Context: an optimization exercise on an open-source flow, tuned for small area. The choices shown serve that exercise and are no tape-out recipe. Function was checked by simulation only, so behaviour that the tests miss may differ from the original. Power is estimated from default activity; no workload was simulated.

==> flow/design.v <==
package riscv_pkg;
    localparam int XLEN       = 32;
    localparam int REG_ADDR_W = 5;
    typedef logic [REG_ADDR_W-1:0] reg_idx_t;
    typedef enum logic {
        RF_RUN     = 1'b0,
        RF_HALTED  = 1'b1
    } rf_state_e;
    localparam logic [3:0] ALU_AND = 4'd0;
    localparam logic [3:0] ALU_OR  = 4'd1;
    localparam logic [3:0] ALU_ADD = 4'd2;
    localparam logic [3:0] ALU_SUB = 4'd6;
    localparam logic [3:0] ALU_SLT = 4'd7;
    localparam logic [3:0] ALU_NOR = 4'd12;
endpackage
module riscv_regfile_rdport #(
    parameter int XLEN   = 32,
    parameter int NREGS  = 32,
    parameter int ADDR_W = 5
) (
    input  logic [ADDR_W-1:0]           addr,
    input  logic [NREGS-1:0][XLEN-1:0]  regs,
    input  logic                        commit,
    input  logic [ADDR_W-1:0]           wr_addr,
    input  logic [XLEN-1:0]             wr_data,
    output logic [XLEN-1:0]             data
);
    always_comb begin
        data = '0;
        if (addr != '0 && 32'(addr) < NREGS) begin
            data = regs[addr];
        end
    end
    logic unused_byp;
    assign unused_byp = ^{commit, wr_addr, wr_data};
endmodule
module riscv_regfile #(
    parameter int XLEN   = 32,
    parameter int NREGS  = 32,
    parameter int ADDR_W = 5
) (
    input  logic              clk,
    input  logic              reset,
    input  logic [ADDR_W-1:0] rs1_addr,
    input  logic [ADDR_W-1:0] rs2_addr,
    output logic [XLEN-1:0]   rs1_data,
    output logic [XLEN-1:0]   rs2_data,
    input  logic              we,
    input  logic [ADDR_W-1:0] rd_addr,
    input  logic [XLEN-1:0]   rd_data,
    input  logic              last_instr_flag_in,
    output logic              halted,
    output logic [15:0]       wr_count
);
    logic [NREGS-1:0][XLEN-1:0] regs;
    riscv_pkg::rf_state_e                  state;
    logic                       commit;
    assign commit = reset && we && (state == riscv_pkg::RF_RUN) &&
                    (rd_addr != '0) && (32'(rd_addr) < NREGS);
    assign halted = (state == riscv_pkg::RF_HALTED);
    always_ff @(posedge clk) begin
        if (!reset) begin
            regs     <= '0;
            state    <= riscv_pkg::RF_RUN;
            wr_count <= '0;
        end else begin
            if (commit) begin
                regs[rd_addr] <= rd_data;
                if (wr_count != 16'hFFFF)
                    wr_count <= wr_count + 16'd1;
            end
            if (state == riscv_pkg::RF_RUN && last_instr_flag_in)
                state <= riscv_pkg::RF_HALTED;
        end
    end
    riscv_regfile_rdport #(.XLEN(XLEN), .NREGS(NREGS), .ADDR_W(ADDR_W)) u_rd1 (
        .addr    (rs1_addr),
        .regs    (regs),
        .commit  (commit),
        .wr_addr (rd_addr),
        .wr_data (rd_data),
        .data    (rs1_data)
    );
    riscv_regfile_rdport #(.XLEN(XLEN), .NREGS(NREGS), .ADDR_W(ADDR_W)) u_rd2 (
        .addr    (rs2_addr),
        .regs    (regs),
        .commit  (commit),
        .wr_addr (rd_addr),
        .wr_data (rd_data),
        .data    (rs2_data)
    );
endmodule
==> flow/run.sh <==
#!/bin/bash
# synth_recipe.tcl (not shown) runs the flow's synth.tcl, then flattens the netlist and writes it again
# the make line also repeats each setting of config.mk as NAME=value (left out here)
make -C /OpenROAD-flow-scripts/flow DESIGN_CONFIG=/design/flow/config.mk WORK_HOME=/design/flow/orfs CLKGATE_MAP_FILE= SYNTH_SCRIPT=/design/flow/synth_recipe.tcl finish
==> flow/config.mk <==
export PLATFORM = sky130hd
export DESIGN_NAME = riscv_regfile
export DESIGN_NICKNAME = riscv_regfile
export VERILOG_FILES = /design/flow/design.v
export SDC_FILE = /design/flow/constraint.sdc
export NUM_CORES = 4
export LEC_CHECK = 0
export CAP_MARGIN = 20
export CORE_MARGIN = 2
export CORE_UTILIZATION = 40
export SLEW_MARGIN = 20
==> flow/constraint.sdc <==
create_clock -name core_clock -period 7.0 [get_ports {clk}]
set_input_delay 1.4000 -clock core_clock [delete_from_list [all_inputs] [get_ports {clk}]]
set_output_delay 1.4000 -clock core_clock [all_outputs]
set_load 0.01 [all_outputs]
==> flow_metrics.tcl <==
set metrics [dict create \
    globalRoute.busiestLayer "met2" \
    slew_headroom_pct 18.56 \
    grt_max_degree 182 \
    rsz0062_at_grt "false" \
    die_h_um 368.6 \
    wl_per_cell_um 26.67 \
    status "finished clean" \
    htreeDepth 3 \
    crit_path_start "rs1_addr[3]" \
    grt_util_met1_pct 37.55 \
    ys_seq_area_share_pct 39.20 \
    path_clk_slew_ps 60 \
    std_cell_rows 133 \
    holdBufCountCts 0 \
    setup_viol 0 \
    netlist_area_sq_um 53160 \
    drc_errors 0 \
    clock_latency_ps 730 \
    cp_top_family "buffers and inverters" \
    layout-drive-gt1-share_pct 20.05 \
    drv_slew 0 \
    root_buffer "clkbuf_16" \
    dr.pass1.iters 7 \
    core_sq_um 131600 \
    max_slew.worst_pin.slew_ps 1209 \
    cp_cell_sequence "buf_2 -> or2_2 -> nor4_2 -> buf_4 -> a21oi_1 -> o21ai_0 -> a31oi_1 -> clkdlybuf4s50_1" \
    grt_usage_pct 26.96 \
    routed_wirelength_um 187000 \
    peakVddDrop_v 0.0001834 \
    cp-start-kind "input pin" \
    avgSynthCellArea_sq_um 9.974 \
    period_share_pct 88.61 \
    path_class "in2out" \
    ys_warn_count 2 \
    clockBufferDepth 3 \
    portBuffers 131 \
    p_leak_nw 19.64 \
    vias_per_cell 6.109 \
    reg2reg_to "regs[166]" \
    ant_nets 0 \
    antenna_found_initial 6 \
    ys_ff_latch 1041 \
    seq_area_sq_um 20840 \
    fmax_ghz 0.1612 \
    fin_crit_ps 6202 \
    slowest_delay_ps 610 \
    grt_pass1_wl_um 276100 \
    reg2reg_depth 6 \
    synth_ff_type "dfxtp_1" \
    skew_ps 28.87 \
    die-area_sq_um 135800 \
    path_buf_inv 3 \
    cts_setup_buffers 0 \
    finalNetCount 5215 \
    cts_tree "built" \
    tns_ps 0 \
    syn2layout_area_growth_pct 12.23 \
    cp.depth 8 \
    worstPathRequired_ps 5600 \
    syn_inst 5330 \
    p_per_area_nw_per_um2 221.3 \
    cp.arrival_ps 4800 \
    mostFrequentLayoutCells "1,041 x dfxtp_1, 959 x nand2_1, 512 x mux4_2" \
    stdcell_area_sq_um 59660 \
    cts_resized 0 \
    worst-path-max-fanout 19 \
    grt_use_met3_pct 4.954 \
    dpl-instance-area_sq_um 55880 \
    grt_pass1_vias 40630 \
    yosysUniqueCellTypes 60 \
    dp_hpwl_um 112900 \
    dieWidth_um 368.6 \
    final_common_cell "dfxtp_1" \
    reg2reg_from "state" \
    drtIter0Drc 5843 \
    crit_path_end_kind "output pin" \
    multi_input_area_sq_um 29930 \
    synth_edf_count 0 \
    overflow 0 \
    slowest_stage "clkdlybuf4s50_1" \
    initial_core_util_pct 40.39 \
    finalHoldViolations 0 \
    cts_sinks 1041 \
    via_count 42830 \
    ff2ff_setup_slack_ps 3940 \
    postSynth.asyncResetShare_pct 0 \
    place_congestion 0.8737 \
    numCtsBuffers 109 \
    use_met2_pct 40.66 \
    fill_cells 12240 \
    endpoint "rs1_data[1]" \
    io_pins 132 \
    synth_nets 5384 \
    drv_cap 0 \
    hold_class "reg2reg" \
]
-- worst min path at each step --
stage                    from        end  slack (ps)  cells past startpoint
floorplan           regs[900]  regs[900]         430                      2
global placement    regs[924]  regs[924]         440                      2
detailed placement  regs[924]  regs[924]         450                      2
CTS                 regs[924]  regs[924]         460                      2
global route        regs[502]  regs[502]         480                      2
finish              regs[924]  regs[924]         460                      2
-- sequential cells by signal, indices dropped and copies added, names as in the netlist --
| register | cells |
|---|---|
| regs | 1024 |
| wr_count | 16 |
| state | 1 |
-- worst register-to-register path, stage by stage, from the launching register on --
cell and delay [ps]:
dfxtp_1 340, and4bb_2 440, o211ai_2 350, nor3_4 1010
buf_4 480, mux2i_1 260, nor2_1 50
-- per-layer routing --
metal,up-vias,routed length (um)
li1,18740,-
met1,21460,78440
met2,2221,82810
met3,406,17320
met4,2,8382
met5,-,12
-- report_power, final --
part / leakage [nW] / switching [W] / internal (W)
combinational: 9.40 / 0.000743 / 0.000341
sequential: 8.38 / 0.0000155 / 0.00594
clock: 1.86 / 0.00255 / 0.00361
-- through the flow --
| step | setup slack (ps) | cells | hold slack, ps | utilization [%] | total power [W] |
|---|---|---|---|---|---|
| floorplan | 1947 | 5330 | 435.0 | - | 0.006710 |
| global placement | 1018 | 6805 | 442.7 | 42.46 | 0.007147 |
| detailed placement | 982.8 | 6805 | 451.4 | 42.46 | 0.007153 |
| CTS | 968.8 | 7006 | 459.2 | 45.31 | 0.01324 |
| global route | 827.0 | 7006 | 481.4 | 45.32 | 0.01353 |
| finish | 797.6 | 7011 | 456.5 | 45.33 | 0.01320 |
-- cell usage after synthesis (all sizes together) (2+ instances only) --
cell,n,area share (%)
nand2,959,6.8
nand4,5,0.059
and2,36,0.42
nor2b,11,0.13
inv,7,0.049
mux2,110,2.3
nor2,494,3.5
ha,3,0.071
or2,7,0.082
nand4bb,2,0.042
o211ai,4,0.075
nor4,12,0.32
or4b,5,0.094
xnor2,5,0.082
nor3b,2,0.028
buf,246,2.5
or3,6,0.071
xor2,7,0.12
nand2b,4,0.047
a21oi,505,4.8
o21ai,194,1.8
clkbuf,333,2.4
or4,5,0.078
a31oi,46,0.54
a221oi,19,0.31
nand3,139,1.3
a22oi,46,0.65
nor4b,2,0.061
mux4,512,22
dfxtp,1041,39
mux2i,501,9.4
a31o,32,0.53
nand4b,2,0.033
nor3,15,0.20
-- kinds of logic after synthesis --
group	after synthesis	synth area share (%)
xor gates and xnor gates	12	0.1977
buffers and inverters	586	4.902
adders and majority gates	3	0.07061
and+or+nand+nor	1713	13.36
muxes	1123	33.45
DFF	1041	39.20
AOI/OAI and AO/OA	852	8.821
-- area by class of cell --
class                      count  area share (%)
antenna                        5         0.02097
clock buffer                 159           5.377
clock inverter                42          0.9248
inverter                       7         0.05662
multi-input combinational   3703           50.17
sequential                  1041           34.93
tap                         1755           3.680
timing repair buffer         299           4.840

==> port drivers added, routing unchanged <==
No port has a modelled driver above. Below, the same layout with a new extraction and two added sets of constraints.
Step 1 (the two cells are an assumption about what drives the block):
set clk [get_ports {clk}]
set_driving_cell -lib_cell sky130_fd_sc_hd__clkbuf_16 $clk
set_driving_cell -lib_cell sky130_fd_sc_hd__buf_2 [delete_from_list [all_inputs] $clk]
Step 2 times the ports against the registers' clock, not the clock port: input delays grow and output delays shrink by t, the midpoint of the rising clock arrivals with the driver on.
a / b / c = no drivers / after step 1 / after step 2; a / b = the first two.
t, ns: 0.782
setup WS [ns]: 0.798 / 0.733 / 0.733
worst setup path at the end: input to output
latest minus earliest clock arrival (ns): 0.037 / 0.037
cell pins on the clock port's net: 1
After both steps setup and hold are still met in this run. For this run, drivers alone change the setup slack by -0.065 ns; drivers and shift together by -0.065 ns.
